From an optimization exercise on the open Yosys and OpenROAD flow, aimed at small area, a short achievable clock period and few clock cycles; shortcuts taken in it are not production practice. The RTL was checked by simulation tests, not by an equivalence proof against the original design.

==> run A: inputs <==
Design cubic_segment_current_profile_top, start of the top module:
module cubic_segment_current_profile_top #(
   parameter logic [7:0]  DIV_REGS = 8'b1111_1111
) (
   input  logic         clock,
   input  logic         reset,
   input  logic         req_valid,
   output logic         req_stall,
   input  logic [17:0]  req_data,
   output logic         rsp_valid,
   input  logic         rsp_stall,
   output logic [16:0]  rsp_data,
   input  logic         csr_wr_en,
   input  logic [2:0]   csr_index,
   input  logic [63:0]  csr_wdata
);
   localparam [2:0] CSR_RAMP_UP   = 3'd0;
   localparam [2:0] CSR_HOLD      = 3'd1;
   localparam [2:0] CSR_RAMP_DOWN = 3'd2;
   localparam [2:0] CSR_UP_COEF   = 3'd3;
   localparam [2:0] CSR_DOWN_COEF = 3'd4;
   localparam [2:0] CSR_CEILING   = 3'd5;
   logic [23:0] up_len_ff, hold_len_ff, down_len_ff;
   logic [63:0] up_coef_ff, down_coef_ff;
   logic [15:0] ceiling_ff;
   logic        dzero_ff;      
   always_ff @(posedge clock) begin
      if (reset) begin
         up_len_ff    <= '0;
         hold_len_ff  <= '0;
         down_len_ff  <= '0;
         up_coef_ff   <= '0;
         down_coef_ff <= '0;
         ceiling_ff   <= '1;
         dzero_ff     <= 1'b1;
      end else if (csr_wr_en) begin
         case (csr_index)
            CSR_RAMP_UP:   up_len_ff    <= csr_wdata[23:0];
            CSR_HOLD:      hold_len_ff  <= csr_wdata[23:0];
            CSR_RAMP_DOWN: begin
               down_len_ff <= csr_wdata[23:0];
               dzero_ff    <= csr_wdata[23:0] == 24'd0;
            end
            CSR_UP_COEF:   up_coef_ff   <= csr_wdata;
            CSR_DOWN_COEF: down_coef_ff <= csr_wdata;
            CSR_CEILING:   ceiling_ff   <= csr_wdata[15:0];
            default: ;
         endcase
      end
   end
   logic [23:0] dlen_c;            
   logic [24:0] ds_q;              
   logic [25:0] re_q;              
   logic [25:0] up3_q, dlen3_q;    
   assign dlen_c = {down_len_ff[23:1], down_len_ff[0] | dzero_ff};
   always_ff @(posedge clock) begin
      ds_q    <= {1'b0, up_len_ff} + {1'b0, hold_len_ff};
      re_q    <= {2'b0, up_len_ff} + {2'b0, hold_len_ff} + {2'b0, down_len_ff} +
                 {25'd0, dzero_ff};
      up3_q   <= {1'b0, up_len_ff, 1'b0} + {2'b0, up_len_ff};
      dlen3_q <= {1'b0, dlen_c, 1'b0} + {2'b0, dlen_c};
   end
   logic adv_q;               
   logic in_v;
   logic [17:0] in_d;
   assign req_stall = ~adv_q;
   always_ff @(posedge clock) begin
  ...
clock: 9.0 ns
lec_check: 0
cap_margin: 20
core_margin: 2
core_utilization: 65
setup_slack_margin: 5
slew_margin: 20
tns_end_percent: 2
run.sh (not shown) runs the stock make flow with config.mk's settings and CLKGATE_MAP_FILE= SYNTH_SCRIPT=/design/flow/synth_recipe.tcl, a recipe that flattens the netlist after the stock synthesis.
==> run Y: changes against run A <==
--- a/flow/design.v
+++ b/flow/design.v
@@ -1,18 +1,18 @@
 module cscp_outq (
    input  logic        clock,
    input  logic        reset,
    input  logic        push,
-   input  logic [18:0] push_data,
+   input  logic [16:0] push_data,
    input  logic        rsp_stall,
    output logic        rsp_valid,
-   output logic [18:0] rsp_data,
+   output logic [16:0] rsp_data,
    output logic        adv_q
 );
    logic        hd_v, sk_v;
-   logic [18:0] hd_d, sk_d;
+   logic [16:0] hd_d, sk_d;
    logic        pop, hd_free;
    logic        hd_v_n, sk_v_n;
    assign pop     = hd_v && !rsp_stall;
    assign hd_free = !hd_v || pop;
    always_comb begin
       if (hd_free) begin
@@ -74,14 +74,14 @@
       end
    end
 endmodule
 module cscp_mac_cs (
    input  logic signed [17:0] acc,
    input  logic [16:0]        s,
-   output logic [33:8]        sa,
-   output logic [33:8]        sb,
+   output logic [17:0]        sa,
+   output logic [17:0]        sb,
    output logic               cin
 );
    localparam integer W = 34;
    logic [18:0]  sx;
    logic [W-1:0] rows [0:8];
    logic [8:0]   negs;
@@ -126,17 +126,17 @@
    cscp_csa #(W) u12 (rows[6], rows[7], rows[8], l1[4], l1[5]);
    cscp_csa #(W) u20 (l1[0], l1[1], l1[2], l2[0], l2[1]);
    cscp_csa #(W) u21 (l1[3], l1[4], l1[5], l2[2], l2[3]);
    cscp_csa #(W) u30 (l2[0], l2[1], l2[2], l3[0], l3[1]);
    assign l3[2] = l2[3];
    cscp_csa #(W) u40 (l3[0], l3[1], l3[2], l4[0], l4[1]);
-   logic [8:0] lo;
-   assign lo  = {1'b0, l4[0][7:0]} + {1'b0, l4[1][7:0]};
-   assign cin = lo[8];
-   assign sa  = l4[0][33:8];
-   assign sb  = l4[1][33:8];
+   logic [16:0] lo;
+   assign lo  = {1'b0, l4[0][15:0]} + {1'b0, l4[1][15:0]};
+   assign cin = lo[16];
+   assign sa  = l4[0][33:16];
+   assign sb  = l4[1][33:16];
 endmodule
 module cscp_csa #(
    parameter integer W = 34
 ) (
    input  logic [W-1:0] a,
    input  logic [W-1:0] b,
@@ -193,23 +193,24 @@
             CSR_DOWN_COEF: down_coef_ff <= csr_wdata;
             CSR_CEILING:   ceiling_ff   <= csr_wdata[15:0];
             default: ;
          endcase
       end
    end
-   logic [23:0] dlen_c;            
+   logic [23:0] dlen_c, dlen_q;    
    logic [24:0] ds_q;              
    logic [25:0] re_q;              
    logic [25:0] up3_q, dlen3_q;    
    assign dlen_c = {down_len_ff[23:1], down_len_ff[0] | dzero_ff};
    always_ff @(posedge clock) begin
+      dlen_q  <= dlen_c;
       ds_q    <= {1'b0, up_len_ff} + {1'b0, hold_len_ff};
       re_q    <= {2'b0, up_len_ff} + {2'b0, hold_len_ff} + {2'b0, down_len_ff} +
                  {25'd0, dzero_ff};
       up3_q   <= {1'b0, up_len_ff, 1'b0} + {2'b0, up_len_ff};
-      dlen3_q <= {1'b0, dlen_c, 1'b0} + {2'b0, dlen_c};
+      dlen3_q <= {1'b0, dlen_q, 1'b0} + {2'b0, dlen_q};
    end
    logic adv_q;               
    logic in_v;
    logic [17:0] in_d;
    assign req_stall = ~adv_q;
    always_ff @(posedge clock) begin
@@ -280,13 +281,13 @@
       for (gi = 0; gi < 8; gi++) begin : g_div
          logic [23:0] r_c;
          logic [15:0] q_c;
          cscp_div_step4 #(.POS(14 - 2 * gi)) u_step (
             .rem_i (dv_r[gi]),
             .q_i   (dv_q[gi]),
-            .dvsr  (dv_m[gi][0] ? dlen_c : up_len_ff),
+            .dvsr  (dv_m[gi][0] ? dlen_q : up_len_ff),
             .dvsr3 (dv_m[gi][0] ? dlen3_q : up3_q),
             .rem_o (r_c),
             .q_o   (q_c)
          );
          if (DIV_REGS[gi]) begin : g_reg
             always_ff @(posedge clock) begin
@@ -318,25 +319,25 @@
    logic [16:0] h_s   [0:2];       
    logic signed [17:0] h_acc [0:2];
    logic        c_v   [0:2];
    logic        c_run [0:2];
    logic        c_cd  [0:2];
    logic [16:0] c_s   [0:2];
-   logic [33:8] c_a   [0:2];
-   logic [33:8] c_b   [0:2];
+   logic [17:0] c_a   [0:2];
+   logic [17:0] c_b   [0:2];
    logic        c_c   [0:2];
    logic [63:0] cf0;
    assign cf0      = dv_m[8][1] ? down_coef_ff : up_coef_ff;
    assign h_v[0]   = dv_v[8];
    assign h_run[0] = dv_m[8][3];
    assign h_cd[0]  = dv_m[8][1];
    assign h_s[0]   = {dv_m[8][2], dv_q[8]};
    assign h_acc[0] = {{2{cf0[63]}}, cf0[63:48]};
    generate
       for (gi = 0; gi < 3; gi++) begin : g_h
-         logic [33:8]        pa, pb;
+         logic [17:0]        pa, pb;
          logic               pc;
          cscp_mac_cs u_mac (.acc(h_acc[gi]), .s(h_s[gi]), .sa(pa), .sb(pb), .cin(pc));
          always_ff @(posedge clock) begin
             if (reset)      c_v[gi] <= 1'b0;
             else if (adv_q) c_v[gi] <= h_v[gi];
          end
@@ -351,55 +352,45 @@
             end
          end
          logic [63:0] cf_m;
          logic [17:0] crow;
          assign cf_m = c_cd[gi] ? down_coef_ff : up_coef_ff;
          assign crow = {2'd0, !cf_m[(2 - gi) * 16 + 15], cf_m[(2 - gi) * 16 +: 15]};
-         logic [33:0] tsum;
-         assign tsum = {c_a[gi], 8'd0} + {c_b[gi], 8'd0} + {crow, 16'd0} + KFULL +
-                       {25'd0, c_c[gi], 8'd0};
          if (gi < 2) begin : g_add
             always_ff @(posedge clock) begin
                if (reset)      h_v[gi+1] <= 1'b0;
                else if (adv_q) h_v[gi+1] <= c_v[gi];
             end
             always_ff @(posedge clock) begin
                if (adv_q) begin
                   h_run[gi+1] <= c_run[gi];
                   h_cd[gi+1]  <= c_cd[gi];
                   h_s[gi+1]   <= c_s[gi];
-                  h_acc[gi+1] <= tsum[33:16];
+                  h_acc[gi+1] <= c_a[gi] + c_b[gi] + crow + KHI + {17'd0, c_c[gi]};
                end
             end
          end
       end
    endgenerate
    logic signed [17:0] acc3;
    logic [17:0]        cdiff;
-   logic [18:0]        res;
-   logic [34:0] dfull;
-   assign acc3  = g_h[2].tsum[33:16];
-   assign dfull = {3'b0, ceiling_ff, 16'hFFFF} + {1'b1, ~c_a[2], 8'hFF} + {1'b1, ~c_b[2], 8'hFF} +
-                  {1'b1, ~g_h[2].crow, 16'hFFFF} + 35'd3 - {1'b0, KFULL} -
-                  {26'd0, c_c[2], 8'd0};
-   assign cdiff = dfull[33:16];
-   assign res = {c_run[2], acc3[17], cdiff[17], acc3[15:0]};
-   logic [18:0] qd;
-   logic        qv;
+   logic [16:0]        res;
+   assign acc3  = c_a[2] + c_b[2] + g_h[2].crow + KHI + {17'd0, c_c[2]};
+   assign cdiff = {2'b0, ceiling_ff} + ~c_a[2] + ~c_b[2] + ~g_h[2].crow + (18'd2 - KHI) +
+                  {17'd0, !c_c[2]};
+   always_comb begin
+      if (!c_run[2])     res = 17'd0;
+      else if (acc3[17]) res = {16'd0, 1'b1};
+      else if (cdiff[17]) res = {ceiling_ff, 1'b1};
+      else               res = {acc3[15:0], 1'b1};
+   end
    cscp_outq u_outq (
       .clock     (clock),
       .reset     (reset),
       .push      (adv_q && c_v[2]),
       .push_data (res),
       .rsp_stall (rsp_stall),
-      .rsp_valid (qv),
-      .rsp_data  (qd),
+      .rsp_valid (rsp_valid),
+      .rsp_data  (rsp_data),
       .adv_q     (adv_q)
    );
-   assign rsp_valid = qv;
-   always_comb begin
-      if (!qd[18])     rsp_data = 17'd0;
-      else if (qd[17]) rsp_data = {16'd0, 1'b1};
-      else if (qd[16]) rsp_data = {ceiling_ff, 1'b1};
-      else             rsp_data = {qd[15:0], 1'b1};
-   end
 endmodule
==> flow/config.mk (replaced) <==
export PLATFORM = sky130hd
export DESIGN_NAME = cubic_segment_current_profile_top
export DESIGN_NICKNAME = cubic_segment_current_profile_top
export VERILOG_FILES = /design/flow/design.v
export SDC_FILE = /design/flow/constraint.sdc
export NUM_CORES = 4
export LEC_CHECK = 0
export CAP_MARGIN = 20
export CORE_MARGIN = 2
export CORE_UTILIZATION = 40
export SETUP_SLACK_MARGIN = 4.2
export SLEW_MARGIN = 20
==> run B: changes against run A <==
--- a/flow/design.v
+++ b/flow/design.v
@@ -1,18 +1,18 @@
 module cscp_outq (
    input  logic        clock,
    input  logic        reset,
    input  logic        push,
-   input  logic [18:0] push_data,
+   input  logic [16:0] push_data,
    input  logic        rsp_stall,
    output logic        rsp_valid,
-   output logic [18:0] rsp_data,
+   output logic [16:0] rsp_data,
    output logic        adv_q
 );
    logic        hd_v, sk_v;
-   logic [18:0] hd_d, sk_d;
+   logic [16:0] hd_d, sk_d;
    logic        pop, hd_free;
    logic        hd_v_n, sk_v_n;
    assign pop     = hd_v && !rsp_stall;
    assign hd_free = !hd_v || pop;
    always_comb begin
       if (hd_free) begin
@@ -74,15 +74,14 @@
       end
    end
 endmodule
 module cscp_mac_cs (
    input  logic signed [17:0] acc,
    input  logic [16:0]        s,
-   output logic [33:8]        sa,
-   output logic [33:8]        sb,
-   output logic               cin
+   output logic [33:0]        sa,
+   output logic [33:0]        sb
 );
    localparam integer W = 34;
    logic [18:0]  sx;
    logic [W-1:0] rows [0:8];
    logic [8:0]   negs;
    assign sx = {2'b00, s};
@@ -126,17 +125,14 @@
    cscp_csa #(W) u12 (rows[6], rows[7], rows[8], l1[4], l1[5]);
    cscp_csa #(W) u20 (l1[0], l1[1], l1[2], l2[0], l2[1]);
    cscp_csa #(W) u21 (l1[3], l1[4], l1[5], l2[2], l2[3]);
    cscp_csa #(W) u30 (l2[0], l2[1], l2[2], l3[0], l3[1]);
    assign l3[2] = l2[3];
    cscp_csa #(W) u40 (l3[0], l3[1], l3[2], l4[0], l4[1]);
-   logic [8:0] lo;
-   assign lo  = {1'b0, l4[0][7:0]} + {1'b0, l4[1][7:0]};
-   assign cin = lo[8];
-   assign sa  = l4[0][33:8];
-   assign sb  = l4[1][33:8];
+   assign sa = l4[0];
+   assign sb = l4[1];
 endmodule
 module cscp_csa #(
    parameter integer W = 34
 ) (
    input  logic [W-1:0] a,
    input  logic [W-1:0] b,
@@ -193,23 +189,24 @@
             CSR_DOWN_COEF: down_coef_ff <= csr_wdata;
             CSR_CEILING:   ceiling_ff   <= csr_wdata[15:0];
             default: ;
          endcase
       end
    end
-   logic [23:0] dlen_c;            
+   logic [23:0] dlen_c, dlen_q;    
    logic [24:0] ds_q;              
    logic [25:0] re_q;              
    logic [25:0] up3_q, dlen3_q;    
    assign dlen_c = {down_len_ff[23:1], down_len_ff[0] | dzero_ff};
    always_ff @(posedge clock) begin
+      dlen_q  <= dlen_c;
       ds_q    <= {1'b0, up_len_ff} + {1'b0, hold_len_ff};
       re_q    <= {2'b0, up_len_ff} + {2'b0, hold_len_ff} + {2'b0, down_len_ff} +
                  {25'd0, dzero_ff};
       up3_q   <= {1'b0, up_len_ff, 1'b0} + {2'b0, up_len_ff};
-      dlen3_q <= {1'b0, dlen_c, 1'b0} + {2'b0, dlen_c};
+      dlen3_q <= {1'b0, dlen_q, 1'b0} + {2'b0, dlen_q};
    end
    logic adv_q;               
    logic in_v;
    logic [17:0] in_d;
    assign req_stall = ~adv_q;
    always_ff @(posedge clock) begin
@@ -280,13 +277,13 @@
       for (gi = 0; gi < 8; gi++) begin : g_div
          logic [23:0] r_c;
          logic [15:0] q_c;
          cscp_div_step4 #(.POS(14 - 2 * gi)) u_step (
             .rem_i (dv_r[gi]),
             .q_i   (dv_q[gi]),
-            .dvsr  (dv_m[gi][0] ? dlen_c : up_len_ff),
+            .dvsr  (dv_m[gi][0] ? dlen_q : up_len_ff),
             .dvsr3 (dv_m[gi][0] ? dlen3_q : up3_q),
             .rem_o (r_c),
             .q_o   (q_c)
          );
          if (DIV_REGS[gi]) begin : g_reg
             always_ff @(posedge clock) begin
@@ -318,48 +315,44 @@
    logic [16:0] h_s   [0:2];       
    logic signed [17:0] h_acc [0:2];
    logic        c_v   [0:2];
    logic        c_run [0:2];
    logic        c_cd  [0:2];
    logic [16:0] c_s   [0:2];
-   logic [33:8] c_a   [0:2];
-   logic [33:8] c_b   [0:2];
-   logic        c_c   [0:2];
+   logic [33:0] c_a   [0:2];
+   logic [33:0] c_b   [0:2];
    logic [63:0] cf0;
    assign cf0      = dv_m[8][1] ? down_coef_ff : up_coef_ff;
    assign h_v[0]   = dv_v[8];
    assign h_run[0] = dv_m[8][3];
    assign h_cd[0]  = dv_m[8][1];
    assign h_s[0]   = {dv_m[8][2], dv_q[8]};
    assign h_acc[0] = {{2{cf0[63]}}, cf0[63:48]};
    generate
       for (gi = 0; gi < 3; gi++) begin : g_h
-         logic [33:8]        pa, pb;
-         logic               pc;
-         cscp_mac_cs u_mac (.acc(h_acc[gi]), .s(h_s[gi]), .sa(pa), .sb(pb), .cin(pc));
+         logic [33:0]        pa, pb;
+         cscp_mac_cs u_mac (.acc(h_acc[gi]), .s(h_s[gi]), .sa(pa), .sb(pb));
          always_ff @(posedge clock) begin
             if (reset)      c_v[gi] <= 1'b0;
             else if (adv_q) c_v[gi] <= h_v[gi];
          end
          always_ff @(posedge clock) begin
             if (adv_q) begin
                c_run[gi] <= h_run[gi];
                c_cd[gi]  <= h_cd[gi];
                c_s[gi]   <= h_s[gi];
                c_a[gi]   <= pa;
                c_b[gi]   <= pb;
-               c_c[gi]   <= pc;
             end
          end
          logic [63:0] cf_m;
          logic [17:0] crow;
          assign cf_m = c_cd[gi] ? down_coef_ff : up_coef_ff;
          assign crow = {2'd0, !cf_m[(2 - gi) * 16 + 15], cf_m[(2 - gi) * 16 +: 15]};
          logic [33:0] tsum;
-         assign tsum = {c_a[gi], 8'd0} + {c_b[gi], 8'd0} + {crow, 16'd0} + KFULL +
-                       {25'd0, c_c[gi], 8'd0};
+         assign tsum = c_a[gi] + c_b[gi] + {crow, 16'd0} + KFULL;
          if (gi < 2) begin : g_add
             always_ff @(posedge clock) begin
                if (reset)      h_v[gi+1] <= 1'b0;
                else if (adv_q) h_v[gi+1] <= c_v[gi];
             end
             always_ff @(posedge clock) begin
@@ -372,34 +365,29 @@
             end
          end
       end
    endgenerate
    logic signed [17:0] acc3;
    logic [17:0]        cdiff;
-   logic [18:0]        res;
+   logic [16:0]        res;
    logic [34:0] dfull;
    assign acc3  = g_h[2].tsum[33:16];
-   assign dfull = {3'b0, ceiling_ff, 16'hFFFF} + {1'b1, ~c_a[2], 8'hFF} + {1'b1, ~c_b[2], 8'hFF} +
-                  {1'b1, ~g_h[2].crow, 16'hFFFF} + 35'd3 - {1'b0, KFULL} -
-                  {26'd0, c_c[2], 8'd0};
+   assign dfull = {3'b0, ceiling_ff, 16'hFFFF} + {1'b1, ~c_a[2]} + {1'b1, ~c_b[2]} +
+                  {1'b1, ~g_h[2].crow, 16'hFFFF} + 35'd3 - {1'b0, KFULL};
    assign cdiff = dfull[33:16];
-   assign res = {c_run[2], acc3[17], cdiff[17], acc3[15:0]};
-   logic [18:0] qd;
-   logic        qv;
+   always_comb begin
+      if (!c_run[2])     res = 17'd0;
+      else if (acc3[17]) res = {16'd0, 1'b1};
+      else if (cdiff[17]) res = {ceiling_ff, 1'b1};
+      else               res = {acc3[15:0], 1'b1};
+   end
    cscp_outq u_outq (
       .clock     (clock),
       .reset     (reset),
       .push      (adv_q && c_v[2]),
       .push_data (res),
       .rsp_stall (rsp_stall),
-      .rsp_valid (qv),
-      .rsp_data  (qd),
+      .rsp_valid (rsp_valid),
+      .rsp_data  (rsp_data),
       .adv_q     (adv_q)
    );
-   assign rsp_valid = qv;
-   always_comb begin
-      if (!qd[18])     rsp_data = 17'd0;
-      else if (qd[17]) rsp_data = {16'd0, 1'b1};
-      else if (qd[16]) rsp_data = {ceiling_ff, 1'b1};
-      else             rsp_data = {qd[15:0], 1'b1};
-   end
 endmodule
--- a/flow/config.mk
+++ b/flow/config.mk
@@ -4,10 +4,9 @@
 export VERILOG_FILES = /design/flow/design.v
 export SDC_FILE = /design/flow/constraint.sdc
 export NUM_CORES = 4
 export LEC_CHECK = 0
 export CAP_MARGIN = 20
 export CORE_MARGIN = 2
-export CORE_UTILIZATION = 65
+export CORE_UTILIZATION = 60
 export SETUP_SLACK_MARGIN = 5
 export SLEW_MARGIN = 20
-export TNS_END_PERCENT = 2
==> run M: changes against run A <==
--- a/flow/config.mk
+++ b/flow/config.mk
@@ -4,10 +4,10 @@
 export VERILOG_FILES = /design/flow/design.v
 export SDC_FILE = /design/flow/constraint.sdc
 export NUM_CORES = 4
 export LEC_CHECK = 0
 export CAP_MARGIN = 20
 export CORE_MARGIN = 2
-export CORE_UTILIZATION = 65
+export CORE_UTILIZATION = 60
 export SETUP_SLACK_MARGIN = 5
 export SLEW_MARGIN = 20
-export TNS_END_PERCENT = 2
+export TNS_END_PERCENT = 5
==> results.txt <==
Run A ran to the end with no violations. Run M went through all stages and came out clean. Run Y produced a clean layout. Run B completed without violations.
In run A the hold slack is better than in run Y, by 0.0057 ns.
Worst setup slack: run A is better than run M (0.017 ns).
In run M the non-clock buffer count is higher than in run Y, by 48.
Of run Y and run M, run M has the higher synthesized cell count (gap about 2%, measured against run M).
==> figures <==
                                                                                run A                  run M                      run B             run Y
Result of the run                                                      finished clean         finished clean             finished clean    finished clean
Area share of the largest cell type after synthesis                             0.187                  0.187                      0.190             0.174
Final wirelength                                                            356000 µm              364000 µm                  367000 µm         343000 µm
Final instance area                                                        112000 µm²             112000 µm²                 124000 µm²        111000 µm²
Number of multi-input combinational cells in the layout                          8702                   8706                       8608              8587
Final-layout fill cell count                                                    11430                  13337                      11600             23427
Clk slew on worst S/H paths                                                   0.06 ns                0.06 ns                    0.06 ns           0.07 ns
Number of global-route vias before repair                                       86867                  85661                      85509             80643
Portion of the post-synthesis area used by sequential elements                  0.261                  0.261                      0.269             0.254
Reg-to-reg endpoint                                             dv_r[2][18]$_DFFE_PP_  dv_r[3][19]$_DFFE_PP_  u_outq.hd_d[14]$_DFFE_PN_  c_c[2]$_DFFE_PP_
Testbench counts of run A, summed over its fixed seeds: cycles 4,480.
Testbench counts of run Y, summed over its fixed seeds: cycles 4,480.
Testbench counts of run B, summed over its fixed seeds: cycles 4,480.
Testbench counts of run M, summed over its fixed seeds: cycles 4,480.

-- port drivers added, routing unchanged --
No port has a modelled driver above. Below, the same layouts with a new extraction and two added sets of constraints.
Step 1 assumes that a clkbuf_16 drives the clock port and a buf_2 every other input.
Step 2 adds t to the input delays and takes it off the output delays; t is the mean of the earliest and latest rising clock arrival at the registers after step 1. Input paths then give back, and output paths get back, about the clock's delay inside the block.
a / b / c = no drivers / after step 1 / after step 2; a / b = the first two.
| run | t (ns) | setup slack, ns | hold slack, ns |
|---|---|---|---|
| run A | 0.849 | 4.733 / 4.733 / 4.317 | 0.398 / 0.398 / 0.398 |
| run Y | 0.891 | 4.082 / 4.082 / 4.082 | 0.392 / 0.392 / 0.392 |
| run B | 0.880 | 4.251 / 4.251 / 4.251 | 0.393 / 0.393 / 0.393 |
| run M | 0.866 | 4.716 / 4.716 / 4.512 | 0.418 / 0.418 / 0.418 |
After both steps setup and hold are still met in every run listed. The setup slack of run A, which loses most, moves by 0.000 ns with the drivers and by -0.416 ns with both steps.
